This is an optimization exercise on Yosys and OpenROAD, whose aim is small area, a short achievable clock period and few clock cycles, not a production implementation.
Power figures rest on the tool's default switching activity, not on a simulated workload.

## the baseline
Design conv_feeder, start of the top module:
module conv_feeder (
	input  logic        clk,
	input  logic        rst,
	input  logic        i_start,
	input  logic [5:0]  i_cols,
	input  logic [5:0]  i_rows,
	input  logic        i_stride,
	input  logic        i_valid,
	input  logic [31:0] i_data,
	output logic        o_full,
	output logic        o_valid,
	output logic [31:0] o_lane_data,
	output logic        o_done
);
	logic       busy;
	logic [1:0] g_init;  
	logic [5:0] g_cm1;  
	logic [5:0] g_rm1;  
	logic [4:0] g_orm1;  
	logic       g_s2;
	logic [4:0] g_ocm1;  
	logic acc_all;   
	logic acc_all2;  
	logic        s_v;
	logic [31:0] s_d;
	logic [5:0]  p_row;
	logic [5:0]  p_col;
	logic [4:0]  p_d;  
	logic [4:0] tau;
	logic [4:0] e_d;  
	logic       e_odd;  
	logic [4:0] x_rem;  
	logic [4:0] y_rem;  
	logic       last_x;
	logic       last_y;
	logic [8:0] e_pos;  
	logic [1:0] e_r;    
	logic [1:0] e_c;    
	logic r0, r1, r2;
	assign r0 = e_pos[0] || e_pos[1] || e_pos[2];
	assign r1 = e_pos[3] || e_pos[4] || e_pos[5];
	assign r2 = e_pos[6] || e_pos[7] || e_pos[8];
	assign e_r = {r2, r1};
	assign e_c = {e_pos[2] || e_pos[5] || e_pos[8], e_pos[1] || e_pos[4] || e_pos[7]};
	logic       e_done;
	logic [31:0] bw [3];
	logic [1:0]  b_cnt;
	logic [1:0]  b_lag;  
	logic [1:0]  w_rel;
	logic [2:0]  w_pend;
	logic [4:0]  w_d;
	logic [1:0] m_grant;
	logic m_wr_en;
	assign m_wr_en = (m_grant != 2'd0);
  ...
clock: 6.0 ns
lec_check: 0
cap_margin: 20
core_margin: 2
core_utilization: 40
cts_cluster_diameter: 120
cts_cluster_size: 30
setup_slack_margin: 3.8
slew_margin: 20
run.sh (not shown) runs the stock make flow with config.mk's settings and CLKGATE_MAP_FILE= SYNTH_SCRIPT=/design/flow/synth_recipe.tcl, a recipe that flattens the netlist after the stock synthesis.
For the candidate, these inputs were changed with respect to the baseline:
Settings: swapping 3.8 for 3.7 in SETUP_SLACK_MARGIN.
The candidate gives more clock power than the baseline did. Going from the baseline to the candidate, total length of routed wires has decreased, clock period minus final worst setup slack picked up an extra 0.024 ns. Row count of clock-net buffers in the final layout: the candidate lower / the baseline higher. On total power, the candidate and the baseline are basically level. For the candidate, the library cell contributing the largest single delay on the critical path was dfxtp_4, unlike the baseline, where it was edfxtp_1. Highest clock rate shrinks slightly when moving from the baseline to the candidate. On via count of the routed design, the baseline loses to the candidate. Looking at portion of the clock cycle consumed by the worst path in the final layout, the candidate sits 0.39 points above the baseline. The candidate ends up with a leakage power figure that is 0.00011 uW lower than in the baseline.
No functional check of the RTL was part of any run of this note.

---

the previous run:
Another version of the RTL of conv_feeder (not shown whole).
Size: ~4,400 cells after synthesis, roughly 2,400 flip-flops.
Settings: LEC_CHECK=0, CAP_MARGIN=20, CORE_MARGIN=2, CORE_UTILIZATION=55, CTS_CLUSTER_DIAMETER=120, CTS_CLUSTER_SIZE=30, SETUP_SLACK_MARGIN=3.8, SLEW_MARGIN=20; clock period 6.0 ns.
The previous run went all the way through synthesis, placement and routing and the layout is clean on timing, DRC and antenna.
Setup changes, the previous run to the current run
Settings: CORE_UTILIZATION: 55 -> 40.
### Flow results
When the current run is set beside the previous run, its depth of the most critical reg-to-reg path turns out to be 1 larger.
Residual antenna-violating net count after detailed routing came out exactly the same in the previous run and the current run.
Cell count: the current run > the previous run
Beginning of the critical path = out_q[5]$_DFF_P_: the previous run; beginning of the critical path = out_q[2]$_DFF_P_: the current run
Across both runs, global-route usage was lower for the current run than for the previous run.
Diff the previous run -> the current run: number of well taps shows an increase of about 36%, via count shows an increase of 734, placer's final routability congestion estimate shows an increase of about 1.2%.
[compare] base=the previous run new=the current run: ratio of cells with drive above 1 in the final layout went up 1.0 points, post-placement cell count went up 540.
No functional check of the RTL was part of any run of this note.

---

Another version of the RTL of conv_feeder (not shown whole).
Size: roughly 2400 flip-flops, roughly 84 I/O pins, about 0.062 mm2 of cells after synthesis.
clock: 6.0 ns
lec_check: 0
cap_margin: 20
core_margin: 2
core_utilization: 40
cts_cluster_diameter: 120
cts_cluster_size: 28
setup_slack_margin: 3.7
slew_margin: 20
Next try:
Settings changed: CTS_CLUSTER_SIZE 28 to 30.
Effect:
- area after synthesis is unchanged
- critical path depth stays the same
- clock skew hardly moves
- setup slack is about the same
- sequential power barely changes
- cell area stays flat
- count of clock-buffer cells in the layout decreases by 5
- global-route usage hardly moves
- die area is unchanged
No functional check of the RTL was part of any run of this note.

## separate check: timing with driven ports
How much do the figures lean on ideal ports? The routed layouts below were timed once more, with nothing changed but the port constraints. Step 1 (the two cells are an assumption about what drives the block):
set clk [get_ports {clk}]
set_driving_cell -lib_cell sky130_fd_sc_hd__clkbuf_16 $clk
set_driving_cell -lib_cell sky130_fd_sc_hd__buf_2 [delete_from_list [all_inputs] $clk]
Step 2 moves the port delays by t, midway between the first and last clock arrival at a register: inputs arrive t later, outputs are due t later. That takes back most of the time a late clock gives input paths. a / b / c = ideal ports / drivers / drivers and shift; a / b = the first two.
| run | shift t [ns] | slack for setup (ns) | worst slew at a driven data input, ns |
|---|---|---|---|
| the baseline | 0.790 | 3.566 / 3.502 / 2.919 | 0.11 |
| the candidate | 0.810 | 3.542 / 3.468 / 2.974 | 0.10 |
| the previous run | 0.783 | 3.552 / 3.479 / 3.087 | 0.06 |
| the current run | 0.798 | 3.554 / 3.483 / 3.026 | 0.14 |
| the first run of note 3 | 0.797 | 3.517 / 3.442 / 3.011 | 0.09 |
| the second run of note 3 | 0.803 | 3.516 / 3.438 / 3.021 | 0.09 |
After both steps every run listed still meets setup and hold. For the baseline, which loses most, drivers alone change the setup slack by -0.064 ns; drivers and shift together by -0.647 ns.
